What follows belongs to an exercise in optimizing a design on an open flow for a short achievable clock period and few clock cycles; a production flow would make more cautious choices. The RTL was checked by simulation tests, not by an equivalence proof against the original design. No driver is modelled on the clock port, so clocking that relies on it looks cheaper here than on a real chip. Power is estimated from default activity; no workload was simulated.

**design.v**
```verilog
`default_nettype none
package rattlesnake_pkg;
    localparam int XLEN          = 32;
    localparam int REG_ADDR_BITS = 5;
    localparam int MEM_ADDR_BITS = 14;
    localparam int NUM_REGS      = 1 << REG_ADDR_BITS;
    typedef logic [XLEN-1:0]          xlen_t;
    typedef logic [XLEN-1:0]          pc_t;
    typedef logic [31:0]              instr_t;
    typedef logic [REG_ADDR_BITS-1:0] reg_addr_t;
    typedef logic [MEM_ADDR_BITS-1:0] mem_addr_t;
    localparam pc_t PC_INC = 32'd4;
    localparam logic [6:0] OPC_OP     = 7'b0110011;
    localparam logic [6:0] OPC_OP_IMM = 7'b0010011;
    localparam logic [6:0] OPC_LUI    = 7'b0110111;
    localparam logic [6:0] OPC_JAL    = 7'b1101111;
    localparam logic [6:0] OPC_BRANCH = 7'b1100011;
    localparam logic [6:0] OPC_SYSTEM = 7'b1110011;
    localparam instr_t WFI_WORD = 32'h1050_0073;
    localparam logic [2:0] F3_BEQ  = 3'b000;
    localparam logic [2:0] F3_BNE  = 3'b001;
    localparam logic [2:0] F3_BLT  = 3'b100;
    localparam logic [2:0] F3_BGE  = 3'b101;
    localparam logic [2:0] F3_BLTU = 3'b110;
    localparam logic [2:0] F3_BGEU = 3'b111;
    typedef enum logic [3:0] {
        ALU_ADD, ALU_SUB, ALU_SLL, ALU_SLT, ALU_SLTU,
        ALU_XOR, ALU_SRL, ALU_SRA, ALU_OR, ALU_AND
    } alu_op_e;
    typedef enum logic [2:0] {
        IDLE, FETCH, DECODE, EXECUTE, PAUSED
    } seq_state_e;
    typedef struct packed {
        alu_op_e    alu_op;
        reg_addr_t  rd;
        reg_addr_t  rs1;
        reg_addr_t  rs2;
        xlen_t      imm;
        pc_t        pc;
        logic       use_imm;
        logic       save_to_rd;
        logic       is_lui;
        logic       is_jal;
        logic       is_branch;
        logic [2:0] br_funct3;
        logic       is_wfi;
        logic       valid;
    } decoded_t;
    typedef struct packed {
        logic      rd_we;
        reg_addr_t rd_addr;
        xlen_t     rd_data;
        logic      redirect;
        pc_t       target;
        logic      done;
    } result_t;
endpackage
`default_nettype wire
`timescale 1ns/100ps
`default_nettype none
module fast_cmp (
    input  logic [31:0] a_i,
    input  logic [31:0] b_i,
    output logic        eq_o,
    output logic        lt_o,
    output logic        ltu_o
);
    logic [30:0] l0, e0;
    assign l0 = ~a_i[30:0] & b_i[30:0];
    assign e0 = ~(a_i[30:0] ^ b_i[30:0]);
    logic [15:0] l1, e1;
    logic [7:0]  l2, e2;
    logic [3:0]  l3, e3;
    logic [1:0]  l4, e4;
    logic        l5, e5;
    always_comb begin
        for (int i = 0; i < 16; i++) begin
            if (2*i+1 <= 30) begin
                l1[i] = l0[2*i+1] | (e0[2*i+1] & l0[2*i]);
                e1[i] = e0[2*i+1] & e0[2*i];
            end else begin
                l1[i] = l0[2*i];
                e1[i] = e0[2*i];
            end
        end
        for (int i = 0; i < 8; i++) begin
            l2[i] = l1[2*i+1] | (e1[2*i+1] & l1[2*i]);
            e2[i] = e1[2*i+1] & e1[2*i];
        end
        for (int i = 0; i < 4; i++) begin
            l3[i] = l2[2*i+1] | (e2[2*i+1] & l2[2*i]);
            e3[i] = e2[2*i+1] & e2[2*i];
        end
        for (int i = 0; i < 2; i++) begin
            l4[i] = l3[2*i+1] | (e3[2*i+1] & l3[2*i]);
            e4[i] = e3[2*i+1] & e3[2*i];
        end
        l5 = l4[1] | (e4[1] & l4[0]);
        e5 = e4[1] & e4[0];
    end
    logic e31;
    assign e31   = ~(a_i[31] ^ b_i[31]);
    assign eq_o  = e31 & e5;
    assign ltu_o = (~a_i[31] & b_i[31]) | (e31 & l5);
    assign lt_o  = (a_i[31] & ~b_i[31]) | (e31 & l5);
endmodule
`default_nettype wire
`timescale 1ns/100ps
`default_nettype none
module rf_mux (
    input  logic [1023:0] regs_i,    
    input  logic [4:0]    addr_i,
    output logic [31:0]   data_o
);
    logic [31:0] grp [8];
    logic [7:0]  sel;
    always_comb begin
        for (int j = 0; j < 8; j++) begin
            case (addr_i[1:0])
                2'd0:    grp[j] = regs_i[(4*j+0)*32 +: 32];
                2'd1:    grp[j] = regs_i[(4*j+1)*32 +: 32];
                2'd2:    grp[j] = regs_i[(4*j+2)*32 +: 32];
                default: grp[j] = regs_i[(4*j+3)*32 +: 32];
            endcase
            sel[j] = (addr_i[4:2] == 3'(j));
        end
        data_o = '0;
        for (int j = 0; j < 8; j++) begin
            data_o = data_o | ({32{sel[j]}} & grp[j]);
        end
    end
endmodule
`default_nettype wire
`timescale 1ns/100ps
`default_nettype none
module rattlesnake_core (
    input  logic        clk,
    input  logic        arst_n_i,
    input  logic        start_i,
    input  logic [31:0] start_address_i,
    input  logic [31:0] mem_read_data_i,
    input  logic        mem_read_ack_i,
    output logic        mem_read_en_o,
    output logic [13:0] mem_addr_o,
    output logic        processor_paused_o,
    output logic [31:0] peek_pc_o,
    output logic [31:0] peek_ir_o,
    input  logic [4:0]  dbg_reg_addr_i,
    output logic [31:0] dbg_reg_data_o
);
    localparam logic [31:0] WFI_WORD = 32'h1050_0073;
    logic        running;    
    logic [31:0] wfi_pc_q;   
    logic        wfi_q;      
    logic        e_valid;    
    logic        e_we;       
    logic [4:0]  e_rd;
    logic [31:0] e_a, e_b;   
    logic        e_sub, e_sra;
    logic [2:0]  e_f3;       
    logic        e_jal;
    logic        c_eq, c_ne, c_lt, c_ge, c_ltu, c_geu;   
    logic [31:0] e_pc;       
    logic [31:0] e_imm;      
    logic [31:0] regs [32];
    logic [31:0] sum, alu_res, wdata;
    logic        wen;
    logic [4:0]  shamt;
    logic        eq, lt, ltu, redirect;
    assign shamt = e_b[4:0];
    assign sum   = e_sub ? e_a - e_b : e_a + e_b;
    fast_cmp u_cmp (
        .a_i   (e_a),
        .b_i   (e_b),
        .eq_o  (eq),
        .lt_o  (lt),
        .ltu_o (ltu)
    );
    always_comb begin
        case (e_f3)
            3'b000:  alu_res = sum;
            3'b001:  alu_res = e_a << shamt;
            3'b010:  alu_res = {31'b0, lt};
            3'b011:  alu_res = {31'b0, ltu};
            3'b100:  alu_res = e_a ^ e_b;
            3'b101:  alu_res = e_sra ? 32'($signed(e_a) >>> shamt) : e_a >> shamt;
            3'b110:  alu_res = e_a | e_b;
            default: alu_res = e_a & e_b;
        endcase
    end
    assign wdata = alu_res;
    assign wen   = e_valid && e_we;
    logic [1023:0] regs_flat;
    assign regs[0] = '0;
    for (genvar i = 0; i < 32; i++) begin : g_flat
        assign regs_flat[32*i +: 32] = regs[i];
    end
    for (genvar i = 1; i < 32; i++) begin : g_reg
        always_ff @(posedge clk or negedge arst_n_i) begin
            if (!arst_n_i) begin
                regs[i] <= '0;
            end else if (wen && e_rd == 5'(i)) begin
                regs[i] <= wdata;
            end
        end
    end
    logic [31:0] fpc, e_seq, e_tgt;
    assign e_seq         = e_pc + 32'd4;
    assign e_tgt         = e_pc + e_imm;
    assign redirect      = e_jal || (c_eq && eq) || (c_ne && !eq) || (c_lt && lt) ||
                           (c_ge && !lt) || (c_ltu && ltu) || (c_geu && !ltu);
    assign fpc           = redirect ? e_tgt : e_seq;
    assign mem_read_en_o = running;
    assign mem_addr_o    = fpc[15:2];
    logic [31:0] d;
    logic [6:0]  d_opc;
    logic [2:0]  d_f3;
    logic [4:0]  d_rd, d_rs1a, d_rs2a;
    logic        d_op, d_opimm, d_lui, d_jal, d_br, d_wfi;
    logic [31:0] d_imm_i, d_imm_u, d_imm_j, d_imm_b;
    logic [31:0] d_rs1, d_rs2;
    assign d       = mem_read_data_i;
    assign d_opc   = d[6:0];
    assign d_f3    = d[14:12];
    assign d_rd    = d[11:7];
    assign d_rs1a  = d[19:15];
    assign d_rs2a  = d[24:20];
    assign d_op    = (d_opc == 7'b0110011);
    assign d_opimm = (d_opc == 7'b0010011);
    assign d_lui   = (d_opc == 7'b0110111);
    assign d_jal   = (d_opc == 7'b1101111);
    assign d_br    = (d_opc == 7'b1100011);
    assign d_wfi   = (d == WFI_WORD);
    assign d_imm_i = {{20{d[31]}}, d[31:20]};
    assign d_imm_u = {d[31:12], 12'b0};
    assign d_imm_j = {{12{d[31]}}, d[19:12], d[20], d[30:21], 1'b0};
    assign d_imm_b = {{20{d[31]}}, d[7], d[30:25], d[11:8], 1'b0};
    logic [31:0] rf_rs1, rf_rs2;
    rf_mux u_rd_rs1 (.regs_i(regs_flat), .addr_i(d_rs1a), .data_o(rf_rs1));
    rf_mux u_rd_rs2 (.regs_i(regs_flat), .addr_i(d_rs2a), .data_o(rf_rs2));
    assign d_rs1 = (wen && e_rd == d_rs1a) ? wdata : rf_rs1;
    assign d_rs2 = (wen && e_rd == d_rs2a) ? wdata : rf_rs2;
    always_ff @(posedge clk or negedge arst_n_i) begin
        if (!arst_n_i) begin
            running  <= 1'b0;
            wfi_pc_q <= '0;
            wfi_q    <= 1'b0;
            e_valid  <= 1'b0;
            e_we     <= 1'b0;
            e_rd     <= '0;
            e_a      <= '0;
            e_b      <= '0;
            e_sub    <= 1'b0;
            e_sra    <= 1'b0;
            e_f3     <= '0;
            e_jal    <= 1'b0;
            c_eq     <= 1'b0;
            c_ne     <= 1'b0;
            c_lt     <= 1'b0;
            c_ge     <= 1'b0;
            c_ltu    <= 1'b0;
            c_geu    <= 1'b0;
            e_pc     <= '0;
            e_imm    <= '0;
        end else if (!running) begin
            e_valid <= 1'b0;
            if (start_i) begin
                running <= 1'b1;
                e_jal   <= 1'b1;
                c_eq    <= 1'b0;
                c_ne    <= 1'b0;
                c_lt    <= 1'b0;
                c_ge    <= 1'b0;
                c_ltu   <= 1'b0;
                c_geu   <= 1'b0;
                e_pc    <= start_address_i;
                e_imm   <= '0;
            end
        end else begin
            e_valid <= mem_read_ack_i;
            if (mem_read_ack_i) begin
                e_we  <= (d_op || d_opimm || d_lui || d_jal) && (d_rd != 5'd0);
                e_rd  <= d_rd;
                e_a   <= d_lui ? 32'd0 : d_jal ? fpc : d_rs1;
                e_b   <= (d_op || d_br) ? d_rs2 : d_opimm ? d_imm_i : d_lui ? d_imm_u : 32'd4;
                e_sub <= d_op && d[30] && d_f3 == 3'b000;
                e_sra <= d[30];
                e_f3  <= (d_op || d_opimm) ? d_f3 : 3'b000;
                e_jal <= d_jal;
                c_eq  <= d_br && d_f3 == 3'b000;
                c_ne  <= d_br && d_f3 == 3'b001;
                c_lt  <= d_br && d_f3 == 3'b100;
                c_ge  <= d_br && d_f3 == 3'b101;
                c_ltu <= d_br && d_f3 == 3'b110;
                c_geu <= d_br && d_f3 == 3'b111;
                e_pc  <= fpc;
                e_imm <= d_jal ? d_imm_j : d_imm_b;
                if (d_wfi) begin
                    running  <= 1'b0;
                    wfi_q    <= 1'b1;
                    wfi_pc_q <= fpc;
                end
            end
        end
    end
    assign processor_paused_o = !running;
    assign peek_pc_o          = wfi_pc_q;
    assign peek_ir_o          = wfi_q ? WFI_WORD : 32'd0;
    rf_mux u_rd_dbg (.regs_i(regs_flat), .addr_i(dbg_reg_addr_i), .data_o(dbg_reg_data_o));
endmodule
`default_nettype wire
```
**run.sh**
```bash
#!/bin/bash
# synth_recipe.tcl (not shown) runs the flow's synth.tcl, then flattens the netlist and writes it again
# the make line also repeats each setting of config.mk as NAME=value (left out here)
make -C /OpenROAD-flow-scripts/flow DESIGN_CONFIG=/design/flow/config.mk WORK_HOME=/design/flow/orfs CLKGATE_MAP_FILE= SYNTH_SCRIPT=/design/flow/synth_recipe.tcl finish
```
**config.mk**
```make
export PLATFORM = sky130hd
export DESIGN_NAME = rattlesnake_core
export DESIGN_NICKNAME = rattlesnake_core
export VERILOG_FILES = /design/flow/design.v
export SDC_FILE = /design/flow/constraint.sdc
export NUM_CORES = 4
export LEC_CHECK = 0
export ABC_CLOCK_PERIOD_IN_PS = 3000
export CAP_MARGIN = 20
export CORE_MARGIN = 2
export CORE_UTILIZATION = 30
export PLACE_DENSITY = 0.5
export SETUP_SLACK_MARGIN = 5
export SLEW_MARGIN = 20
```
**constraint.sdc**
```tcl
create_clock -name core_clock -period 11.0 [get_ports {clk}]
set_input_delay 2.2000 -clock core_clock [delete_from_list [all_inputs] [get_ports {clk}]]
set_output_delay 2.2000 -clock core_clock [all_outputs]
set_load 0.01 [all_outputs]
```
==> results.sh, run 1 <==
export IMPL_whs_path_depth=2
export IMPL_timing_max_slew_rel_slack=0.158
export IMPL_ant_nets=0
export IMPL_fmax_mhz=156
export IMPL_coreArea_um2=263000
export IMPL_crit_path_max_fanout=6
export IMPL_layout_setup_ws_ps=4590
export IMPL_timing_clock_skew_ps=62.3
export IMPL_placement_rows=188
export IMPL_grt_ovfl_total=0
export IMPL_synth_ff_type="sky130_fd_sc_hd__dfrtp_1"
export IMPL_grt_start_max_net_pins=159
export IMPL_most_frequent_standard_cell_in_the_layout_excluding_fill_and_tap_cells="sky130_fd_sc_hd__nand2_1"
export IMPL_synthToLayoutAreaGrowth_pct=18.9
export IMPL_utilization=0.359
export IMPL_nets=8747
export IMPL_detail_route_vias_per_cell=6.43
export IMPL_ffs_latches_synth=1161
export IMPL_drv_slew=0
export IMPL_cp_cell_sequence="buf_16 -> buf_8 -> buf_12 -> buf_16 -> mux4_2 -> a21oi_2 -> nand4_1 -> buf_2"
export IMPL_cts_htree_levels=4
export IMPL_port_buffer_count=160
export IMPL_leakage_nw=38.5
export IMPL_syn_mean_instance_area_um2=9.27
export IMPL_run_status="finished clean"
export IMPL_ys_async_sr_fraction=1.00
export IMPL_detail_route_drc_violations=0
export IMPL_layout_drive_gt1_share=0.219
export IMPL_detailed_place_hpwl_um=267000
export IMPL_die_h_um=518
export IMPL_gp_congestion=0.969
export IMPL_required_ps=8800
export IMPL_clk_root_buffer_cell="sky130_fd_sc_hd__clkbuf_16"
export IMPL_max_cap_viol_count=0
export IMPL_worstPathArrival_ps=4210
export IMPL_tritoncts_num_sinks=1161
export IMPL_die_w_um=518
export IMPL_hp_class="reg2reg"
export IMPL_yosys_cell_types_count=97
export IMPL_final_clock_period_utilization_by_the_worst_path=0.583
export IMPL_fp_dieArea_um2=268000
export IMPL_period_needed_ps=6410
export IMPL_routed_length_per_placed_instance_um=36.2
export IMPL_first_global_vias=72871
export IMPL_clk_pin_slew_ps=60
export IMPL_fin_tns_setup_ps=0
export IMPL_routed_via_count=78137
export IMPL_cts_tree="done"
export IMPL_first_iter_violations=12019
export IMPL_worstSetupStartpointType="input pin"
export IMPL_totalWireLength_um=440000
export IMPL_peakVddDrop_mv=0.217
export IMPL_worstMarginPinSlew_ps=1260
export IMPL_ports_placed_on_the_boundary=185
export IMPL_crit_type="in2out"
export IMPL_critPathSlowestCell="sky130_fd_sc_hd__mux4_2"
export IMPL_syn_instance_count=8547
export IMPL_number_of_enable_type_register_cells_in_the_synthesized_netlist=0
export IMPL_worstRegToRegCells=20
export IMPL_worstSetupEndpointType="primary output"
export IMPL_hold_viol=0
export IMPL_grt_first_pass_wirelength_um=605000
export IMPL_synth_sequential_area_ratio=0.367
export IMPL_final_cell_mix="sky130_fd_sc_hd__nand2_1, sky130_fd_sc_hd__o21ai_0, sky130_fd_sc_hd__dfrtp_1, sky130_fd_sc_hd__a21oi_1, sky130_fd_sc_hd__nor2_1"
export IMPL_whs_ps=469
export IMPL_preCtsSetupSlack_ps=3080
export IMPL_worst_skew_pair_late_latency_ps=840
export IMPL_grt_setup_unrepaired="yes"
export IMPL_initial_utilization=0.302
export IMPL_firstDrtPassIters=7
export IMPL_cts_buffers_inserted=142
export IMPL_yosysWarningCount=5
export IMPL_cp_common_cell="sky130_fd_sc_hd__buf_16"
export IMPL_synth_area_um2=79200
export IMPL_pwr_density_cell_nw_per_um2=172
export IMPL_cts_root_to_sink_buffers=3
export IMPL_postCtsHoldBufs=0
export IMPL_grt_antenna_before_repair=39
export IMPL_number_of_setup_violations_in_the_final_report=0
export IMPL_timing_critical_path_slowest_cell_delay_ps=500
export IMPL_grt_use_total=0.316
critical path, delay by kind of cell:
family	cells	cell delay, ps
multiplexers	1	500
buffers and inverters	5	850
AND/OR/NAND/NOR	1	500
AO/OA/AOI/OAI	1	130
per-layer routing:
| layer | GRT usage | vias to the layer above | routed length [um] |
|---|---|---|---|
| met1 | 0.406 | 39156 | 168000 |
| met2 | 0.447 | 5934 | 181000 |
| met4 | 0.193 | 46 | 31700 |
| met5 | 0 | - | 310 |
| met3 | 0.119 | 1491 | 59200 |
| li1 | - | 31510 | - |
synthesized netlist by cell type (13+ instances only):
master | count | share of area
sky130_fd_sc_hd__o21ai_1 | 37 | 0.0023
sky130_fd_sc_hd__a32oi_1 | 31 | 0.0034
sky130_fd_sc_hd__o211ai_1 | 87 | 0.0082
sky130_fd_sc_hd__nor3_1 | 60 | 0.0038
sky130_fd_sc_hd__a211oi_1 | 98 | 0.0093
sky130_fd_sc_hd__a21o_1 | 31 | 0.0029
sky130_fd_sc_hd__nor2_1 | 457 | 0.022
sky130_fd_sc_hd__xor2_1 | 45 | 0.0050
sky130_fd_sc_hd__nor4_1 | 29 | 0.0023
sky130_fd_sc_hd__mux2_2 | 279 | 0.040
sky130_fd_sc_hd__o21bai_1 | 14 | 0.0013
sky130_fd_sc_hd__a221oi_1 | 78 | 0.0086
sky130_fd_sc_hd__buf_4 | 54 | 0.0051
sky130_fd_sc_hd__and2_1 | 21 | 0.0017
sky130_fd_sc_hd__nand2b_1 | 15 | 0.0012
sky130_fd_sc_hd__o21a_1 | 15 | 0.0014
sky130_fd_sc_hd__a2111oi_0 | 18 | 0.0020
sky130_fd_sc_hd__a21oi_1 | 573 | 0.036
sky130_fd_sc_hd__nand4_1 | 50 | 0.0039
sky130_fd_sc_hd__a22oi_1 | 257 | 0.024
sky130_fd_sc_hd__mux2i_1 | 406 | 0.051
sky130_fd_sc_hd__nand2_1 | 1316 | 0.062
sky130_fd_sc_hd__o22ai_1 | 90 | 0.0071
sky130_fd_sc_hd__dfrtp_1 | 1161 | 0.37
sky130_fd_sc_hd__o2111ai_1 | 13 | 0.0014
sky130_fd_sc_hd__a22o_1 | 21 | 0.0023
sky130_fd_sc_hd__nor2b_1 | 62 | 0.0049
sky130_fd_sc_hd__nand3_1 | 79 | 0.0050
sky130_fd_sc_hd__ha_1 | 161 | 0.025
sky130_fd_sc_hd__a221o_1 | 23 | 0.0029
sky130_fd_sc_hd__and3_1 | 27 | 0.0021
sky130_fd_sc_hd__a31oi_1 | 57 | 0.0045
sky130_fd_sc_hd__clkbuf_1 | 624 | 0.030
sky130_fd_sc_hd__o21ai_0 | 1177 | 0.074
sky130_fd_sc_hd__mux4_2 | 419 | 0.12
sky130_fd_sc_hd__xnor2_1 | 72 | 0.0080
sky130_fd_sc_hd__a211o_1 | 22 | 0.0024
sky130_fd_sc_hd__buf_1 | 82 | 0.0039
sky130_fd_sc_hd__buf_2 | 109 | 0.0069
sky130_fd_sc_hd__o221ai_1 | 75 | 0.0083
sky130_fd_sc_hd__inv_1 | 123 | 0.0058
registers in the layout (all words and copies together), names as in the netlist, 3 cells and up:
signal / count
e_imm: 20
e_b: 32
regs: 992
e_rd: 5
e_pc: 32
e_f3: 3
e_a: 32
wfi_pc_q: 32
area by class of cell:
cell class / count / area (um2)
fill: 26524 / 168000
multi-input combinational: 6403 / 47800
sequential: 1161 / 29100
timing repair buffer: 675 / 7290
tap: 3515 / 4400
clock buffer: 197 / 4130
clock inverter: 58 / 836
inverter: 128 / 515
antenna: 21 / 52.6
final timing paths:
kind | startpoint | to | slack, ps
max | dbg_reg_addr_i[0] | dbg_reg_data_o[13] | 4590
min | wfi_pc_q[6]$_DFFE_PN0P_ | wfi_pc_q[6]$_DFFE_PN0P_ | 470
max reg2reg | e_b[3]$_DFFE_PN0P_ | e_a[25]$_DFFE_PN0P_ | 5220
min reg2reg | wfi_pc_q[6]$_DFFE_PN0P_ | wfi_pc_q[6]$_DFFE_PN0P_ | 470
max in group asynchronous | arst_n_i | regs[31][24]$_DFFE_PN0P_ | 7300
min in group asynchronous | arst_n_i | regs[7][2]$_DFFE_PN0P_ | 1350
where the power goes:
group | switching (mW) | total (mW) | internal [mW]
registers | 0.882 | 5.86 | 4.97
clock network | 2.14 | 5.09 | 2.95
logic | 3.21 | 5.24 | 2.03
stage by stage:
step	cells	total power, mW	instance area (um2)
after floorplan	8570	8.53	79300
after global placement	11643	10.4	84500
after detailed placement	11643	10.5	84500
after CTS	12052	15.9	92600
after global routing	12140	16.8	94100
final	12158	16.2	94200
cell families after synthesis:
| kind of cell | after synthesis | synth area share |
|---|---|---|
| DFF | 1161 | 0.367 |
| adders and majority gates | 163 | 0.0259 |
| AOI/OAI and AO/OA | 2824 | 0.216 |
| muxes | 1105 | 0.210 |
| and+or+nand+nor | 2169 | 0.114 |
| xor gates and xnor gates | 117 | 0.0129 |
| buffers and inverters | 1007 | 0.0533 |
| other | 1 | 0.0000473 |
repair_timing:
action                     4_1_cts  5_1_grt
gates cloned                    44        7
resized for setup              473      162
buffers inserted               110       78
setup endpoints to repair      279       56
pin swaps                       64       68
Testbench counts, summed over its fixed seeds: cycles 21,810.
==> run 2, diff against run 1 <==
--- a/design.v
+++ b/design.v
@@ -151,5 +151,4 @@
     localparam logic [31:0] WFI_WORD = 32'h1050_0073;
     logic        running;    
-    logic [31:0] wfi_pc_q;   
     logic        wfi_q;      
     logic        e_valid;    
@@ -157,9 +156,11 @@
     logic [4:0]  e_rd;
     logic [31:0] e_a, e_b;   
+    logic [31:0] c_a, c_b;   
     logic        e_sub, e_sra;
     logic [2:0]  e_f3;       
     logic        e_jal;
     logic        c_eq, c_ne, c_lt, c_ge, c_ltu, c_geu;   
-    logic [31:0] e_pc;       
+    logic [31:0] p_seq, p_tgt;
+    logic        p_sel;
     logic [31:0] e_imm;      
     logic [31:0] regs [32];
@@ -170,7 +171,15 @@
     assign shamt = e_b[4:0];
     assign sum   = e_sub ? e_a - e_b : e_a + e_b;
-    fast_cmp u_cmp (
+    logic a_eq, a_lt, a_ltu;
+    fast_cmp u_alu_cmp (
         .a_i   (e_a),
         .b_i   (e_b),
+        .eq_o  (a_eq),
+        .lt_o  (a_lt),
+        .ltu_o (a_ltu)
+    );
+    fast_cmp u_cmp (
+        .a_i   (c_a),
+        .b_i   (c_b),
         .eq_o  (eq),
         .lt_o  (lt),
@@ -181,6 +190,6 @@
             3'b000:  alu_res = sum;
             3'b001:  alu_res = e_a << shamt;
-            3'b010:  alu_res = {31'b0, lt};
-            3'b011:  alu_res = {31'b0, ltu};
+            3'b010:  alu_res = {31'b0, a_lt};
+            3'b011:  alu_res = {31'b0, a_ltu};
             3'b100:  alu_res = e_a ^ e_b;
             3'b101:  alu_res = e_sra ? 32'($signed(e_a) >>> shamt) : e_a >> shamt;
@@ -189,5 +198,5 @@
         endcase
     end
-    assign wdata = alu_res;
+    assign wdata = e_jal ? e_seq : alu_res;
     assign wen   = e_valid && e_we;
     logic [1023:0] regs_flat;
@@ -205,12 +214,12 @@
         end
     end
-    logic [31:0] fpc, e_seq, e_tgt;
+    logic [31:0] e_pc, e_seq, e_tgt;
+    assign e_pc          = p_sel ? p_tgt : p_seq;
     assign e_seq         = e_pc + 32'd4;
     assign e_tgt         = e_pc + e_imm;
     assign redirect      = e_jal || (c_eq && eq) || (c_ne && !eq) || (c_lt && lt) ||
                            (c_ge && !lt) || (c_ltu && ltu) || (c_geu && !ltu);
-    assign fpc           = redirect ? e_tgt : e_seq;
     assign mem_read_en_o = running;
-    assign mem_addr_o    = fpc[15:2];
+    assign mem_addr_o    = redirect ? e_tgt[15:2] : e_seq[15:2];
     logic [31:0] d;
     logic [6:0]  d_opc;
@@ -244,5 +253,4 @@
         if (!arst_n_i) begin
             running  <= 1'b0;
-            wfi_pc_q <= '0;
             wfi_q    <= 1'b0;
             e_valid  <= 1'b0;
@@ -251,4 +259,6 @@
             e_a      <= '0;
             e_b      <= '0;
+            c_a      <= '0;
+            c_b      <= '0;
             e_sub    <= 1'b0;
             e_sra    <= 1'b0;
@@ -261,5 +271,7 @@
             c_ltu    <= 1'b0;
             c_geu    <= 1'b0;
-            e_pc     <= '0;
+            p_seq    <= '0;
+            p_tgt    <= '0;
+            p_sel    <= 1'b0;
             e_imm    <= '0;
         end else if (!running) begin
@@ -274,5 +286,6 @@
                 c_ltu   <= 1'b0;
                 c_geu   <= 1'b0;
-                e_pc    <= start_address_i;
+                p_seq   <= start_address_i;
+                p_sel   <= 1'b0;
                 e_imm   <= '0;
             end
@@ -282,6 +295,10 @@
                 e_we  <= (d_op || d_opimm || d_lui || d_jal) && (d_rd != 5'd0);
                 e_rd  <= d_rd;
-                e_a   <= d_lui ? 32'd0 : d_jal ? fpc : d_rs1;
-                e_b   <= (d_op || d_br) ? d_rs2 : d_opimm ? d_imm_i : d_lui ? d_imm_u : 32'd4;
+                e_a   <= d_lui ? 32'd0 : d_rs1;
+                e_b   <= d_op ? d_rs2 : d_opimm ? d_imm_i : d_imm_u;
+                if (d_br) begin
+                    c_a <= d_rs1;
+                    c_b <= d_rs2;
+                end
                 e_sub <= d_op && d[30] && d_f3 == 3'b000;
                 e_sra <= d[30];
@@ -294,10 +311,11 @@
                 c_ltu <= d_br && d_f3 == 3'b110;
                 c_geu <= d_br && d_f3 == 3'b111;
-                e_pc  <= fpc;
+                p_seq <= e_seq;
+                p_tgt <= e_tgt;
+                p_sel <= redirect;
                 e_imm <= d_jal ? d_imm_j : d_imm_b;
                 if (d_wfi) begin
                     running  <= 1'b0;
                     wfi_q    <= 1'b1;
-                    wfi_pc_q <= fpc;
                 end
             end
@@ -305,5 +323,5 @@
     end
     assign processor_paused_o = !running;
-    assign peek_pc_o          = wfi_pc_q;
+    assign peek_pc_o          = e_pc;
     assign peek_ir_o          = wfi_q ? WFI_WORD : 32'd0;
     rf_mux u_rd_dbg (.regs_i(regs_flat), .addr_i(dbg_reg_addr_i), .data_o(dbg_reg_data_o));
==> run 2 against run 1 <==
Net effect: now fails the layout checks on max-capacitance violations, max-slew violations; final cell count grew 6.2%; first-iteration DRC count grew 2.3%; setup slack lost 160 ps; clock skew grew 8.6 ps; flip-flop and latch count grew 65; worst hold slack gained 8.4 ps; combinational power shrank 33%; sequential share of layout area grew 0.71 points; wire length grew 0.73%; critical endpoint is now dbg_reg_data_o[20]; highest routed layer unchanged.
==> results.sh, run 2 <==
export IMPL_run_status="failed layout checks"
export IMPL_violations="max-capacitance violations, max-slew violations"
export IMPL_routed_via_count=81999
export IMPL_synth_ff_type="sky130_fd_sc_hd__dfrtp_1"
export IMPL_fmax_mhz=152
export IMPL_die_h_um=531
export IMPL_ffs_latches_synth=1226
export IMPL_detail_route_vias_per_cell=6.35
export IMPL_most_frequent_standard_cell_in_the_layout_excluding_fill_and_tap_cells="sky130_fd_sc_hd__nand2_1"
export IMPL_clk_pin_slew_ps=50
export IMPL_grt_antenna_before_repair=33
export IMPL_postCtsHoldBufs=0
export IMPL_syn_mean_instance_area_um2=9.04
export IMPL_internal_reg_to_reg_setup_slack_ps=5080
export IMPL_ant_nets=0
export IMPL_syn_instance_count=9217
export IMPL_die_w_um=531
export IMPL_initial_utilization=0.302
export IMPL_regToRegEndpoint="e_b[23]$_DFFE_PN0P_"
export IMPL_cts_buffers_inserted=151
export IMPL_tritoncts_num_sinks=1226
export IMPL_first_global_vias=76660
export IMPL_worstPathArrival_ps=4370
export IMPL_place_area_um2=88700
export IMPL_timing_max_slew_rel_slack=-0.427
export IMPL_worstSetupEndpointType="primary output"
export IMPL_crit_type="in2out"
export IMPL_grt_use_total=0.304
export IMPL_setup_worst_path_start="dbg_reg_addr_i[0]"
export IMPL_pwr_density_cell_nw_per_um2=143
export IMPL_cp_common_cell="sky130_fd_sc_hd__buf_16"
export IMPL_detail_route_drc_violations=0
export IMPL_post_layout_nonfiller_instances=12915
export IMPL_critPathSlowestCell="sky130_fd_sc_hd__nand4_1"
export IMPL_synthToLayoutAreaGrowth_pct=16.5
export IMPL_totalWireLength_um=444000
export IMPL_cts_tree="done"
export IMPL_rr_startpoint="e_b[4]$_DFFE_PN0P_"
export IMPL_hold_viol=0
export IMPL_coreArea_um2=276000
export IMPL_hp_class="reg2reg"
export IMPL_peakVddDrop_mv=0.170
export IMPL_synth_sequential_area_ratio=0.368
export IMPL_dp_cells=12479
export IMPL_ports_placed_on_the_boundary=185
export IMPL_drv_slew=7
export IMPL_grt_first_pass_wirelength_um=611000
export IMPL_ys_async_sr_fraction=1.00
export IMPL_clk_root_buffer_cell="sky130_fd_sc_hd__clkbuf_16"
export IMPL_cts_htree_levels=4
export IMPL_timing_clock_skew_ps=70.8
export IMPL_required_ps=8800
export IMPL_worstMarginPinSlew_ps=2130
export IMPL_gp_congestion=0.977
export IMPL_commonest_cells_post_synth="sky130_fd_sc_hd__nand2_1, sky130_fd_sc_hd__dfrtp_1, sky130_fd_sc_hd__o21ai_0"
export IMPL_first_iter_violations=12291
export IMPL_max_cap_viol_count=2
export IMPL_crit_path_max_fanout=8
export IMPL_grt_ovfl_total=0
export IMPL_synth_area_um2=83300
export IMPL_netlist_top_cells_area="sky130_fd_sc_hd__dfrtp_1, sky130_fd_sc_hd__mux4_2, sky130_fd_sc_hd__nand2_1"
export IMPL_leakage_nw=40.9
export IMPL_worst_skew_pair_late_latency_ps=840
export IMPL_endpoint="dbg_reg_data_o[20]"
export IMPL_routed_length_per_placed_instance_um=34.4
export IMPL_cp_cell_sequence="buf_16 -> buf_12 -> buf_16 -> mux2_2 -> a22oi_1 -> nor2_1 -> a21oi_1 -> nand4_1 -> buf_2"
export IMPL_timing_critical_path_slowest_cell_delay_ps=590
export IMPL_port_buffer_count=160
export IMPL_grt_start_max_net_pins=151
export IMPL_fin_tns_setup_ps=0
export IMPL_cts_root_to_sink_buffers=3
export IMPL_final_clock_period_utilization_by_the_worst_path=0.597
export IMPL_yosys_cell_types_count=101
export IMPL_fp_dieArea_um2=282000
export IMPL_design_area_um2=97000
export IMPL_number_of_enable_type_register_cells_in_the_synthesized_netlist=0
export IMPL_largest_register="regs"
export IMPL_worstSetupStartpointType="input pin"
export IMPL_final_cell_mix="sky130_fd_sc_hd__nand2_1, sky130_fd_sc_hd__dfrtp_1, sky130_fd_sc_hd__o21ai_0, sky130_fd_sc_hd__a21oi_1, sky130_fd_sc_hd__nor2_1"
export IMPL_largest_register_ffs=992
export IMPL_worstRegToRegCells=19
export IMPL_detailed_place_hpwl_um=273000
export IMPL_layout_drive_gt1_share=0.179
export IMPL_yosysWarningCount=5
export IMPL_nets=9329
export IMPL_period_needed_ps=6570
export IMPL_number_of_setup_violations_in_the_final_report=0
export IMPL_synth_top_cell_area_share=0.368
export IMPL_yosys_area_top_type="sky130_fd_sc_hd__dfrtp_1"
export IMPL_post_synth_top_count_cell="sky130_fd_sc_hd__nand2_1"
export IMPL_whs_ps=478
export IMPL_grt_setup_unrepaired="yes"
export IMPL_placement_rows=193
export IMPL_firstDrtPassIters=8
## run 2: worst min path at each step
stage,depth (start not counted),slack [ps],to,from
6_report,2,480,p_seq[29]$_DFFE_PN0P_,p_seq[29]$_DFFE_PN0P_
2_1_floorplan,2,440,p_seq[29]$_DFFE_PN0P_,p_seq[29]$_DFFE_PN0P_
3_3_place_gp,2,460,c_b[10]$_DFFE_PN0P_,c_b[10]$_DFFE_PN0P_
5_1_grt,1,500,c_b[11]$_DFFE_PN0P_,c_b[11]$_DFFE_PN0P_
3_5_place_dp,2,470,p_seq[29]$_DFFE_PN0P_,p_seq[29]$_DFFE_PN0P_
4_1_cts,2,480,p_seq[29]$_DFFE_PN0P_,p_seq[29]$_DFFE_PN0P_
## run 2: final cells by class
class	instances	area, um2
flip-flops and latches	1226	30700
multi-input cells	6946	49600
clock inverters	62	873
inverters	179	682
repair buffers	556	6180
well taps	3705	4640
clock buffers	214	4340
diodes	27	67.6
fillers	28124	179000
## run 2: power breakdown
part	switching, mW	internal [mW]
clock	2.26	3.08
combinational	2.36	1.13
sequential	0.278	4.72
## run 2: cell families after synthesis
| logic type | count (synthesis) | synth area share |
|---|---|---|
| other | 1 | 0.0000450 |
| multiplexers | 1037 | 0.194 |
| AND/OR/NAND/NOR | 2833 | 0.141 |
| AO/OA/AOI/OAI | 2751 | 0.204 |
| XOR/XNOR | 103 | 0.0108 |
| adder cells (fa/ha/maj) | 196 | 0.0296 |
| buffers and inverters | 1070 | 0.0522 |
| flip-flops | 1226 | 0.368 |
## run 2: metal layers
layer  vias up  track usage  wire length [um]
li1      33332            -                 -
met1     40854        0.395            171000
met2      6273        0.442            186000
met3      1516       0.0992             57100
met4        24        0.169             29400
met5         -            0               437
## run 2: timing repair
item	in CTS	in global routing
cloned	37	6
resized for setup	355	102
buffers inserted	48	40
setup endpoints to repair	123	199
pin swaps	48	46
## run 2: critical path, delay by kind of cell
kind                   cells  cell delay, ps
muxes                      1             330
buffers and inverters      4             830
AOI/OAI and AO/OA          2             320
and+or+nand+nor            2             660
## run 2: per-stage QoR
step | util | total power [mW] | worst slack (ps)
after floorplan | - | 6.75 | 5010
after global placement | 0.321 | 8.19 | 3140
after detailed placement | 0.321 | 8.22 | 3170
after CTS | 0.347 | 13.7 | 4570
after global routing | 0.351 | 14.2 | 4480
final | 0.351 | 13.8 | 4430
Testbench counts of run 2, summed over its fixed seeds: cycles 21,810.
==> run 3, diff against run 2 <==
--- a/design.v
+++ b/design.v
@@ -151,4 +151,5 @@
     localparam logic [31:0] WFI_WORD = 32'h1050_0073;
     logic        running;    
+    logic [31:0] wfi_pc_q;   
     logic        wfi_q;      
     logic        e_valid;    
@@ -156,11 +157,9 @@
     logic [4:0]  e_rd;
     logic [31:0] e_a, e_b;   
-    logic [31:0] c_a, c_b;   
     logic        e_sub, e_sra;
     logic [2:0]  e_f3;       
     logic        e_jal;
     logic        c_eq, c_ne, c_lt, c_ge, c_ltu, c_geu;   
-    logic [31:0] p_seq, p_tgt;
-    logic        p_sel;
+    logic [31:0] e_pc;       
     logic [31:0] e_imm;      
     logic [31:0] regs [32];
@@ -171,15 +170,7 @@
     assign shamt = e_b[4:0];
     assign sum   = e_sub ? e_a - e_b : e_a + e_b;
-    logic a_eq, a_lt, a_ltu;
-    fast_cmp u_alu_cmp (
+    fast_cmp u_cmp (
         .a_i   (e_a),
         .b_i   (e_b),
-        .eq_o  (a_eq),
-        .lt_o  (a_lt),
-        .ltu_o (a_ltu)
-    );
-    fast_cmp u_cmp (
-        .a_i   (c_a),
-        .b_i   (c_b),
         .eq_o  (eq),
         .lt_o  (lt),
@@ -190,6 +181,6 @@
             3'b000:  alu_res = sum;
             3'b001:  alu_res = e_a << shamt;
-            3'b010:  alu_res = {31'b0, a_lt};
-            3'b011:  alu_res = {31'b0, a_ltu};
+            3'b010:  alu_res = {31'b0, lt};
+            3'b011:  alu_res = {31'b0, ltu};
             3'b100:  alu_res = e_a ^ e_b;
             3'b101:  alu_res = e_sra ? 32'($signed(e_a) >>> shamt) : e_a >> shamt;
@@ -198,5 +189,5 @@
         endcase
     end
-    assign wdata = e_jal ? e_seq : alu_res;
+    assign wdata = alu_res;
     assign wen   = e_valid && e_we;
     logic [1023:0] regs_flat;
@@ -214,12 +205,12 @@
         end
     end
-    logic [31:0] e_pc, e_seq, e_tgt;
-    assign e_pc          = p_sel ? p_tgt : p_seq;
+    logic [31:0] fpc, e_seq, e_tgt;
     assign e_seq         = e_pc + 32'd4;
     assign e_tgt         = e_pc + e_imm;
     assign redirect      = e_jal || (c_eq && eq) || (c_ne && !eq) || (c_lt && lt) ||
                            (c_ge && !lt) || (c_ltu && ltu) || (c_geu && !ltu);
+    assign fpc           = redirect ? e_tgt : e_seq;
     assign mem_read_en_o = running;
-    assign mem_addr_o    = redirect ? e_tgt[15:2] : e_seq[15:2];
+    assign mem_addr_o    = fpc[15:2];
     logic [31:0] d;
     logic [6:0]  d_opc;
@@ -253,4 +244,5 @@
         if (!arst_n_i) begin
             running  <= 1'b0;
+            wfi_pc_q <= '0;
             wfi_q    <= 1'b0;
             e_valid  <= 1'b0;
@@ -259,6 +251,4 @@
             e_a      <= '0;
             e_b      <= '0;
-            c_a      <= '0;
-            c_b      <= '0;
             e_sub    <= 1'b0;
             e_sra    <= 1'b0;
@@ -271,7 +261,5 @@
             c_ltu    <= 1'b0;
             c_geu    <= 1'b0;
-            p_seq    <= '0;
-            p_tgt    <= '0;
-            p_sel    <= 1'b0;
+            e_pc     <= '0;
             e_imm    <= '0;
         end else if (!running) begin
@@ -286,6 +274,5 @@
                 c_ltu   <= 1'b0;
                 c_geu   <= 1'b0;
-                p_seq   <= start_address_i;
-                p_sel   <= 1'b0;
+                e_pc    <= start_address_i;
                 e_imm   <= '0;
             end
@@ -295,10 +282,6 @@
                 e_we  <= (d_op || d_opimm || d_lui || d_jal) && (d_rd != 5'd0);
                 e_rd  <= d_rd;
-                e_a   <= d_lui ? 32'd0 : d_rs1;
-                e_b   <= d_op ? d_rs2 : d_opimm ? d_imm_i : d_imm_u;
-                if (d_br) begin
-                    c_a <= d_rs1;
-                    c_b <= d_rs2;
-                end
+                e_a   <= d_lui ? 32'd0 : d_jal ? fpc : d_rs1;
+                e_b   <= (d_op || d_br) ? d_rs2 : d_opimm ? d_imm_i : d_lui ? d_imm_u : 32'd4;
                 e_sub <= d_op && d[30] && d_f3 == 3'b000;
                 e_sra <= d[30];
@@ -311,11 +294,10 @@
                 c_ltu <= d_br && d_f3 == 3'b110;
                 c_geu <= d_br && d_f3 == 3'b111;
-                p_seq <= e_seq;
-                p_tgt <= e_tgt;
-                p_sel <= redirect;
+                e_pc  <= fpc;
                 e_imm <= d_jal ? d_imm_j : d_imm_b;
                 if (d_wfi) begin
                     running  <= 1'b0;
                     wfi_q    <= 1'b1;
+                    wfi_pc_q <= fpc;
                 end
             end
@@ -323,5 +305,5 @@
     end
     assign processor_paused_o = !running;
-    assign peek_pc_o          = e_pc;
+    assign peek_pc_o          = wfi_pc_q;
     assign peek_ir_o          = wfi_q ? WFI_WORD : 32'd0;
     rf_mux u_rd_dbg (.regs_i(regs_flat), .addr_i(dbg_reg_addr_i), .data_o(dbg_reg_data_o));
==> flow/run.sh (new file) <==
#!/bin/bash
# standard flow up to clock tree synthesis, then extra gate sizing on the
# worst paths (flow/size.tcl), then the standard flow to the end.
# Each tool's output goes to a log file of its own in this folder.
set -euo pipefail
RESULTS=$PWD/orfs/results/$FLOW_PLATFORM/rattlesnake_core/base
bash standard.sh cts > log_1_standard_to_cts.log 2>&1
RESULTS=$RESULTS SIZE_ITERS=200 SIZE_SECONDS=780 \
  openroad -no_init -exit flow/size_step.tcl > log_2_sizing.log 2>&1
bash standard.sh finish > log_3_standard_finish.log 2>&1
ls -l out/final.def
==> flow/size.tcl (new file) <==
# greedy gate sizing on the worst paths: for each cell on the current worst
# path, try every drive strength of the same function and keep the best
proc cell_family {name} {
  if {[regexp {^sky130_fd_sc_hd__(buf|clkdlybuf4s[0-9]+|dlygate4sd[0-9]|dlymetal6s[0-9]s|bufbuf)_[0-9]+$} $name]} { return "BUF" }
  regsub {_[0-9]+$} $name "" f
  return $f
}
proc candidates {name} {
  set f [cell_family $name]
  if {$f eq "BUF"} {
    set pat sky130_fd_sc_hd__buf_*
  } else {
    set pat ${f}_*
  }
  set out {}
  foreach c [get_lib_cells $pat] {
    set n [get_name $c]
    if {[regexp {lpflow|probe} $n]} continue
    if {$f ne "BUF" && [cell_family $n] ne $f} continue
    lappend out $n
  }
  return $out
}
proc skip_cell {name} {
  return [regexp {df|dl[xr]|sdf|edf|clkbuf|clkinv|tap|fill|decap|conb|ebuf|einv} $name]
}
proc ep_slack {pe} { return [$pe slack] }

set t0 [clock seconds]
set maxit $::env(SIZE_ITERS)
set stuck 0
for {set it 0} {$it < $maxit} {incr it} {
  if {[clock seconds] - $t0 > $::env(SIZE_SECONDS)} break
  set pes [find_timing_paths -path_delay max -sort_by_slack -group_path_count 1]
  set worst ""; set ws 1e9
  foreach pe $pes { if {[$pe slack] < $ws} { set ws [$pe slack]; set worst $pe } }
  set ep [[$worst path] pin]
  set insts {}
  foreach pin [[$worst path] pins] {
    if {[catch {set inst [$pin instance]; get_full_name $inst}]} continue
    if {[lsearch -exact $insts $inst] < 0} { lappend insts $inst }
  }
  set gain 0
  foreach inst $insts {
    if {[catch {set orig [get_name [$inst liberty_cell]]}]} continue
    if {[skip_cell $orig]} continue
    set best $orig
    set gw [sta::worst_slack_cmd max]
    set pe0 [lindex [find_timing_paths -to $ep -path_delay max -group_path_count 1] 0]
    set bs [$pe0 slack]
    foreach c [candidates $orig] {
      if {$c eq $orig} continue
      replace_cell [get_full_name $inst] $c
      estimate_parasitics -placement
      set pe1 [lindex [find_timing_paths -to $ep -path_delay max -group_path_count 1] 0]
      set s [$pe1 slack]
      set w [sta::worst_slack_cmd max]
      if {$s > $bs + 1e-12 && $w >= $gw - 1e-12} { set bs $s; set best $c }
    }
    if {$best ne [get_name [$inst liberty_cell]]} { replace_cell [get_full_name $inst] $best; estimate_parasitics -placement }
    if {$best ne $orig} { set gain 1 }
  }
  puts "size iter $it ws [format %.4f [expr {$ws*1e9}]] -> [format %.4f [expr {[sta::worst_slack_cmd max]*1e9}]] gain $gain"
  if {!$gain} { incr stuck; if {$stuck > 3} break } else { set stuck 0 }
}
==> flow/size_step.tcl (new file) <==
# extra gate sizing between clock tree synthesis and global routing:
# reads the standard flow's CTS result, sizes gates on the worst paths and
# writes it back for the standard flow to route
set results $::env(RESULTS)
read_liberty $::env(FLOW_HOME)/platforms/sky130hd/lib/sky130_fd_sc_hd__tt_025C_1v80.lib
read_db $results/4_cts.odb
read_sdc $results/4_cts.sdc
source $::env(FLOW_HOME)/platforms/sky130hd/setRC.tcl
set_propagated_clock [all_clocks]
estimate_parasitics -placement
report_worst_slack
source [file join [file dirname [info script]] size.tcl]
report_worst_slack
detailed_placement
check_placement -verbose
estimate_parasitics -placement
report_worst_slack
report_checks -group_path_count 10 -format end -path_group core_clock
write_db $results/4_cts.odb
==> standard.sh (new file) <==
#!/bin/bash
# synth_recipe.tcl (not shown) runs the flow's synth.tcl, then flattens the netlist and writes it again
# the make line also repeats each setting of config.mk as NAME=value (left out here)
make -C /OpenROAD-flow-scripts/flow DESIGN_CONFIG=/design/flow/config.mk WORK_HOME=/design/flow/orfs CLKGATE_MAP_FILE= SYNTH_SCRIPT=/design/flow/synth_recipe.tcl "${@:-finish}"
removed: run.sh
==> run 3 against run 2 <==
Net effect: now clean on timing, DRC and antenna; wire length is 0.53% lower; combinational power grew about 50%; critical path depth up 1; flip-flop and latch count fell by 65; highest routed layer unchanged; via count decreased by 4.6%; fmax up 5.6%; clock power fell by 4.7%; clock skew fell by 3.5 ps; global-route usage increased by 1.3 points; largest cell class unchanged; register-to-register slack improved by 100 ps.
==> results.sh, run 3 <==
export IMPL_drv_slew=0
export IMPL_final_cell_mix="sky130_fd_sc_hd__nand2_1, sky130_fd_sc_hd__o21ai_0, sky130_fd_sc_hd__dfrtp_1, sky130_fd_sc_hd__a21oi_1, sky130_fd_sc_hd__nor2_1"
export IMPL_period_needed_ps=6220
export IMPL_fmax_mhz=161
export IMPL_grt_start_max_net_pins=159
export IMPL_run_status="finished clean"
export IMPL_firstDrtPassIters=6
export IMPL_synth_sequential_area_ratio=0.367
export IMPL_worstMarginPinSlew_ps=1270
export IMPL_coreArea_um2=263000
export IMPL_gp_congestion=0.969
export IMPL_dp_cells=11643
export IMPL_pwr_density_cell_nw_per_um2=172
export IMPL_synth_area_um2=79200
export IMPL_setup_worst_path_start="mem_read_data_i[17]"
export IMPL_grt_use_total=0.316
export IMPL_synth_top_cell_area_share=0.367
export IMPL_worst_skew_pair_late_latency_ps=840
export IMPL_most_frequent_standard_cell_in_the_layout_excluding_fill_and_tap_cells="sky130_fd_sc_hd__nand2_1"
export IMPL_crit_type="in2reg"
export IMPL_die_h_um=518
export IMPL_placement_rows=188
export IMPL_nets=8720
export IMPL_syn_instance_count=8547
export IMPL_synth_ff_type="sky130_fd_sc_hd__dfrtp_1"
export IMPL_routed_via_count=78227
export IMPL_post_synth_top_count_cell="sky130_fd_sc_hd__nand2_1"
export IMPL_cts_buffers_inserted=142
export IMPL_largest_register="regs"
export IMPL_cts_root_to_sink_buffers=3
export IMPL_first_global_vias=72862
export IMPL_crit_path_max_fanout=34
export IMPL_clk_root_buffer_cell="sky130_fd_sc_hd__clkbuf_16"
export IMPL_largest_register_ffs=992
export IMPL_yosysWarningCount=5
export IMPL_tritoncts_num_sinks=1161
export IMPL_final_clock_period_utilization_by_the_worst_path=0.565
export IMPL_p_sw_mw=6.24
export IMPL_number_of_setup_violations_in_the_final_report=0
export IMPL_clk_pin_slew_ps=60
export IMPL_power_share_sequential=0.362
export IMPL_synthToLayoutAreaGrowth_pct=18.9
export IMPL_totalWireLength_um=441000
export IMPL_port_buffer_count=160
export IMPL_first_iter_violations=11785
export IMPL_grt_setup_unrepaired="yes"
export IMPL_die_w_um=518
export IMPL_netlist_top_cells_area="sky130_fd_sc_hd__dfrtp_1, sky130_fd_sc_hd__mux4_2, sky130_fd_sc_hd__o21ai_0"
export IMPL_cts_tree="done"
export IMPL_syn_mean_instance_area_um2=9.27
export IMPL_commonest_cells_post_synth="sky130_fd_sc_hd__nand2_1, sky130_fd_sc_hd__o21ai_0, sky130_fd_sc_hd__dfrtp_1"
export IMPL_ports_placed_on_the_boundary=185
export IMPL_fin_tns_setup_ps=0
export IMPL_timing_hold_worst_start="wfi_pc_q[6]$_DFFE_PN0P_"
export IMPL_utilization=0.359
export IMPL_worstSetupStartpointType="input pin"
export IMPL_layout_drive_gt1_share=0.220
export IMPL_yosys_cell_types_count=97
export IMPL_worstPathArrival_ps=6950
export IMPL_cts_htree_levels=4
export IMPL_peakVddDrop_mv=0.214
export IMPL_grt_ovfl_total=0
export IMPL_yosys_area_top_type="sky130_fd_sc_hd__dfrtp_1"
export IMPL_fill_cells=26513
export IMPL_grt_first_pass_wirelength_um=605000
export IMPL_switching_share=0.385
export IMPL_fp_dieArea_um2=268000
export IMPL_timing_max_slew_rel_slack=0.150
export IMPL_ant_nets=0
export IMPL_power_combinational_fraction=0.324
export IMPL_ys_async_sr_fraction=1.00
export IMPL_post_layout_nonfiller_instances=12130
export IMPL_hold_viol=0
export IMPL_rr_startpoint="e_b[3]$_DFFE_PN0P_"
export IMPL_number_of_enable_type_register_cells_in_the_synthesized_netlist=0
export IMPL_detail_route_drc_violations=0
export IMPL_ffs_latches_synth=1161
export IMPL_hp_class="reg2reg"
export IMPL_detail_route_vias_per_cell=6.45
export IMPL_clockPowerShare=0.314
export IMPL_routed_length_per_placed_instance_um=36.4
export IMPL_power_report_internal_total_mw=9.96
export IMPL_grt_antenna_before_repair=37
export IMPL_max_cap_viol_count=0
export IMPL_worstSetupEndpointType="flip-flop"
export IMPL_leakage_nw=38.4
export IMPL_timing_clock_skew_ps=67.4
export IMPL_detailed_place_hpwl_um=267000
export IMPL_required_ps=11730
export IMPL_initial_utilization=0.302
[run 3: logic make-up after synthesis]
| family | share of synthesized area |
|---|---|
| and+or+nand+nor | 0.114 |
| AOI/OAI and AO/OA | 0.216 |
| buffers and inverters | 0.0533 |
| other | 0.0000473 |
| DFF | 0.367 |
| adders and majority gates | 0.0259 |
| xor gates and xnor gates | 0.0129 |
| muxes | 0.210 |
[run 3: power by group through the flow]
stage	registers (mW)	clock network (mW)	logic, mW
final	5.86	5.09	5.25
after global routing	5.92	5.30	5.55
after detailed placement	5.91	0	4.61
after CTS	5.80	5.12	4.97
after global placement	5.88	0	4.56
after floorplan	5.57	0	2.96
[run 3: stage by stage]
| step | cell area, um2 | setup WS (ps) | hold WS (ps) | power (mW) |
|---|---|---|---|---|
| 4_1_cts | 92600 | 4680 | 475 | 15.9 |
| 5_1_grt | 94200 | 4820 | 503 | 16.8 |
| 2_1_floorplan | 79300 | 5010 | 449 | 8.53 |
| 6_report | 94200 | 4780 | 469 | 16.2 |
| 3_3_place_gp | 84500 | 3120 | 456 | 10.4 |
| 3_5_place_dp | 84500 | 3080 | 462 | 10.5 |
[run 3: area by class of cell]
cell class                 instances  area (um2)  share of cell area
multi-input combinational       6403       48100               0.511
tap                             3515        4400              0.0467
inverter                         128         513             0.00545
clock buffer                     197        4130              0.0438
sequential                      1161       29100               0.309
timing repair buffer             648        7030              0.0746
antenna                           20        50.0            0.000531
clock inverter                    58         836             0.00887
[run 3: repair_timing]
| item | 4_1_cts | 5_1_grt |
|---|---|---|
| endpoints found under the setup margin | 279 | 57 |
| buffers inserted | 110 | 49 |
| gates cloned | 44 | 9 |
| hold buffers | 0 | 0 |
| gates resized for setup | 473 | 165 |
| pin swaps | 64 | 67 |
[run 3: final timing paths]
kind / depth (start not counted) / slack, ps / end
worst min-delay path: 2 / 470 / wfi_pc_q[6]$_DFFE_PN0P_
worst max register to register: 17 / 5180 / e_b[18]$_DFFE_PN0P_
worst min register to register: 2 / 470 / wfi_pc_q[6]$_DFFE_PN0P_
worst max-delay path: 10 / 4780 / e_a[2]$_DFFE_PN0P_
min in group asynchronous: 1 / 1360 / regs[7][2]$_DFFE_PN0P_
max in group asynchronous: 3 / 7240 / regs[31][24]$_DFFE_PN0P_
[run 3: routing by layer]
layer	GRT usage	vias up	wire length [um]
li1	-	31481	-
met1	0.407	39121	167000
met2	0.449	6148	182000
met3	0.119	1435	59900
met4	0.191	42	31300
met5	0	-	274
[run 3: critical path: stages]
cell and delay [ps]:
sky130_fd_sc_hd__buf_4 390, sky130_fd_sc_hd__buf_4 700, sky130_fd_sc_hd__and2_2 780, sky130_fd_sc_hd__buf_4 550
sky130_fd_sc_hd__a21oi_1 120, sky130_fd_sc_hd__nand3_1 100, sky130_fd_sc_hd__o21ai_0 140, sky130_fd_sc_hd__a31oi_1 880
sky130_fd_sc_hd__o21ai_0 680, sky130_fd_sc_hd__a31oi_1 330
Testbench counts of run 3, summed over its fixed seeds: cycles 21,810.
==> run 4, diff against run 3 <==
--- a/flow/size.tcl
+++ b/flow/size.tcl
@@ -49,6 +49,8 @@
     set pe0 [lindex [find_timing_paths -to $ep -path_delay max -group_path_count 1] 0]
     set bs [$pe0 slack]
+    regexp {_([0-9]+)$} $orig -> odrive
     foreach c [candidates $orig] {
       if {$c eq $orig} continue
+      if {[cell_family $orig] ne "BUF" && [regexp {_([0-9]+)$} $c -> cdrive] && $cdrive < $odrive} continue
       replace_cell [get_full_name $inst] $c
       estimate_parasitics -placement
--- a/config.mk
+++ b/config.mk
@@ -6,9 +6,8 @@
 export NUM_CORES = 4
 export LEC_CHECK = 0
-export ABC_CLOCK_PERIOD_IN_PS = 3000
 export CAP_MARGIN = 20
 export CORE_MARGIN = 2
-export CORE_UTILIZATION = 30
-export PLACE_DENSITY = 0.5
+export CORE_UTILIZATION = 40
+export PLACE_DENSITY = 0.6
 export SETUP_SLACK_MARGIN = 5
 export SLEW_MARGIN = 20
==> run 4 against run 3 <==
Net effect: register-to-register slack lost 220 ps; first-iteration DRC count grew 6.3%; via count grew 1.3%; synthesized area is the same; critical path depth grew 3; design area shrank 1.8%; clock skew shrank 15 ps; die area shrank 25%; wire length shrank 6.8%; critical endpoint is now e_a[28]$_DFFE_PN0P_; still clean on timing, DRC and antenna; power shrank 2.2%; combinational power shrank 2%.
==> results.sh, run 4 <==
export IMPL_regToRegEndpoint="e_b[31]$_DFFE_PN0P_"
export IMPL_number_of_enable_type_register_cells_in_the_synthesized_netlist=0
export IMPL_port_buffer_count=160
export IMPL_yosysWarningCount=5
export IMPL_grt_start_max_net_pins=186
export IMPL_yosys_cell_types_count=97
export IMPL_grt_antenna_before_repair=39
export IMPL_ant_nets=0
export IMPL_die_w_um=449
export IMPL_firstDrtPassIters=9
export IMPL_required_ps=11650
export IMPL_grt_first_pass_wirelength_um=570000
export IMPL_ffs_latches_synth=1161
export IMPL_worstSetupEndpointType="flip-flop"
export IMPL_timing_hold_worst_start="wfi_pc_q[30]$_DFFE_PN0P_"
export IMPL_fmax_mhz=157
export IMPL_syn_instance_count=8547
export IMPL_number_of_setup_violations_in_the_final_report=0
export IMPL_first_iter_violations=12532
export IMPL_max_cap_viol_count=0
export IMPL_setup_worst_path_start="mem_read_data_i[19]"
export IMPL_fin_tns_setup_ps=0
export IMPL_hp_class="reg2reg"
export IMPL_ports_placed_on_the_boundary=185
export IMPL_crit_type="in2reg"
export IMPL_clk_pin_slew_ps=60
export IMPL_placement_rows=163
export IMPL_ys_async_sr_fraction=1.00
export IMPL_timing_clock_skew_ps=52.5
export IMPL_drv_slew=0
export IMPL_crit_path_max_fanout=18
export IMPL_utilization=0.470
export IMPL_period_needed_ps=6370
export IMPL_grt_use_total=0.393
export IMPL_netlist_top_cells_area="sky130_fd_sc_hd__dfrtp_1, sky130_fd_sc_hd__mux4_2, sky130_fd_sc_hd__o21ai_0"
export IMPL_synth_top_cell_area_share=0.367
export IMPL_detail_route_drc_violations=0
export IMPL_pwr_density_cell_nw_per_um2=171
export IMPL_most_frequent_standard_cell_in_the_layout_excluding_fill_and_tap_cells="sky130_fd_sc_hd__nand2_1"
export IMPL_routed_length_per_placed_instance_um=36.5
export IMPL_synthToLayoutAreaGrowth_pct=16.8
export IMPL_initial_utilization=0.402
export IMPL_cts_root_to_sink_buffers=3
export IMPL_largest_register="regs"
export IMPL_syn_mean_instance_area_um2=9.27
export IMPL_cts_buffers_inserted=138
export IMPL_cts_htree_levels=4
export IMPL_hold_viol=0
export IMPL_clk_root_buffer_cell="sky130_fd_sc_hd__clkbuf_16"
export IMPL_peakVddDrop_mv=0.200
export IMPL_final_clock_period_utilization_by_the_worst_path=0.579
export IMPL_coreArea_um2=197000
export IMPL_detail_route_vias_per_cell=7.04
export IMPL_rr_startpoint="e_b[3]$_DFFE_PN0P_"
export IMPL_grt_ovfl_total=0
export IMPL_largest_register_ffs=992
export IMPL_synth_ff_type="sky130_fd_sc_hd__dfrtp_1"
export IMPL_routed_via_count=79250
export IMPL_internal_reg_to_reg_setup_slack_ps=4960
export IMPL_commonest_cells_post_synth="sky130_fd_sc_hd__nand2_1, sky130_fd_sc_hd__o21ai_0, sky130_fd_sc_hd__dfrtp_1"
export IMPL_synth_sequential_area_ratio=0.367
export IMPL_layout_drive_gt1_share=0.214
export IMPL_tritoncts_num_sinks=1161
export IMPL_gp_congestion=0.979
export IMPL_whs_path_depth=2
export IMPL_fp_dieArea_um2=202000
export IMPL_run_status="finished clean"
export IMPL_yosys_area_top_type="sky130_fd_sc_hd__dfrtp_1"
export IMPL_postCtsHoldBufs=0
export IMPL_worstSetupStartpointType="input pin"
export IMPL_worstMarginPinSlew_ps=1340
export IMPL_leakage_nw=38.1
export IMPL_cts_tree="done"
export IMPL_final_cell_mix="sky130_fd_sc_hd__nand2_1, sky130_fd_sc_hd__o21ai_0, sky130_fd_sc_hd__dfrtp_1, sky130_fd_sc_hd__a21oi_1, sky130_fd_sc_hd__nor2_1"
export IMPL_detailed_place_hpwl_um=241000
export IMPL_grt_setup_unrepaired="yes"
export IMPL_die_h_um=449
export IMPL_nets=8699
export IMPL_fill_cells=18440
export IMPL_worstRegToRegCells=20
export IMPL_first_global_vias=73332
export IMPL_endpoint="e_a[28]$_DFFE_PN0P_"
export IMPL_timing_max_slew_rel_slack=0.104
export IMPL_synth_area_um2=79200
export IMPL_worstPathArrival_ps=7020
export IMPL_totalWireLength_um=411000
export IMPL_worst_skew_pair_late_latency_ps=870
export IMPL_post_synth_top_count_cell="sky130_fd_sc_hd__nand2_1"
run 4: cell counts after synthesis:
No cell type changed its count.
run 4: worst max-delay path, stage by stage:
cell	delay, ps
sky130_fd_sc_hd__buf_2	370
sky130_fd_sc_hd__buf_4	410
sky130_fd_sc_hd__inv_1	270
sky130_fd_sc_hd__buf_4	490
sky130_fd_sc_hd__nor2_1	250
sky130_fd_sc_hd__buf_4	310
sky130_fd_sc_hd__nand2_1	650
sky130_fd_sc_hd__o22ai_1	190
sky130_fd_sc_hd__a2111oi_0	520
sky130_fd_sc_hd__o221ai_1	200
sky130_fd_sc_hd__o21ai_0	530
sky130_fd_sc_hd__a21o_1	300
sky130_fd_sc_hd__o221ai_1	180
run 4: cell families after synthesis:
group | after synthesis | share of synthesized area
AOI/OAI and AO/OA | 2824 | 0.216
muxes | 1105 | 0.210
other | 1 | 0.0000473
buffers and inverters | 1007 | 0.0533
adders and majority gates | 163 | 0.0259
and+or+nand+nor | 2169 | 0.114
DFF | 1161 | 0.367
xor gates and xnor gates | 117 | 0.0129
run 4: worst min-delay path by stage:
stage | slack [ps] | end
global route | 500 | wfi_pc_q[24]$_DFFE_PN0P_
finish | 470 | wfi_pc_q[30]$_DFFE_PN0P_
global placement | 450 | wfi_pc_q[30]$_DFFE_PN0P_
CTS | 470 | wfi_pc_q[30]$_DFFE_PN0P_
detailed placement | 460 | wfi_pc_q[30]$_DFFE_PN0P_
floorplan | 450 | c_ge$_DFFE_PN0P_
run 4: layout make-up:
| class | count | area [um2] | share of cell area |
|---|---|---|---|
| flip-flops and latches | 1161 | 29100 | 0.315 |
| clock inverters | 49 | 704 | 0.00761 |
| repair buffers | 629 | 6820 | 0.0737 |
| multi-input cells | 6405 | 48000 | 0.519 |
| inverters | 128 | 509 | 0.00550 |
| well taps | 2640 | 3300 | 0.0357 |
| diodes | 40 | 100 | 0.00108 |
| clock buffers | 200 | 3960 | 0.0428 |
run 4: power breakdown:
group	leakage, nW	switching (mW)	total, mW	internal (mW)
clock	2.27	2.05	4.85	2.80
combinational	20.1	3.13	5.13	2.00
sequential	15.6	0.877	5.85	4.97
total	38.1	6.06	15.8	9.77
run 4: timing repair:
action / in CTS / in global routing
resized for setup: 449 / 166
buffers inserted: 129 / 64
pin swaps: 60 / 57
gates cloned: 37 / 8
setup endpoints to repair: 446 / 137
run 4: per-stage QoR:
| stage | worst slack, ps | power (mW) | hold WS, ps | cell area [um2] | instances |
|---|---|---|---|---|---|
| after floorplan | 5010 | 8.53 | 449 | 79300 | 8570 |
| after global placement | 3010 | 10.3 | 452 | 83000 | 10719 |
| after detailed placement | 3000 | 10.4 | 459 | 83000 | 10721 |
| after CTS | 4620 | 15.5 | 472 | 90800 | 11136 |
| after global routing | 4720 | 16.3 | 498 | 92400 | 11215 |
| final | 4630 | 15.8 | 474 | 92500 | 11252 |
run 4: per-layer routing:
metal | vias up | share of wire | GRT usage
met1 | 38384 | 0.34 | 0.470
met5 | - | 0.0016 | 0.00781
met3 | 2246 | 0.15 | 0.171
met4 | 46 | 0.10 | 0.321
met2 | 7111 | 0.40 | 0.546
li1 | 31463 | - | -

-- static timing again, ports no longer ideal --
No port has a modelled driver above. Below, the same layouts with a new extraction and two added sets of constraints.
Step 1, drivers: a clkbuf_16 drives clk and a buf_2 each remaining input, both assumed.
Step 2 times the ports against the registers' clock, not the clock port: input delays grow and output delays shrink by t, the midpoint of the rising clock arrivals with the driver on.
Slacks: no drivers / after step 1 / after step 2; pairs: no drivers / after step 1.
run | t, ns | setup WS [ns] | hold slack, ns | worst register clock-pin slew, ns | pins driven straight from the clock port
run 1 | 0.901 | 4.592 / 4.042 / 4.042 | 0.469 / 0.469 / 0.469 | 0.07 / 0.07 | 1
run 2 | 0.896 | 4.434 / 3.874 / 3.874 | 0.478 / 0.478 / 0.478 | 0.07 / 0.07 | 1
run 3 | 0.897 | 4.783 / 4.217 / 3.949 | 0.469 / 0.469 / 0.469 | 0.07 / 0.07 | 1
run 4 | 0.931 | 4.634 / 4.153 / 3.773 | 0.474 / 0.474 / 0.474 | 0.07 / 0.07 | 1
The setup slack of run 4, which loses most, moves by -0.481 ns with the drivers and by -0.861 ns with both steps.
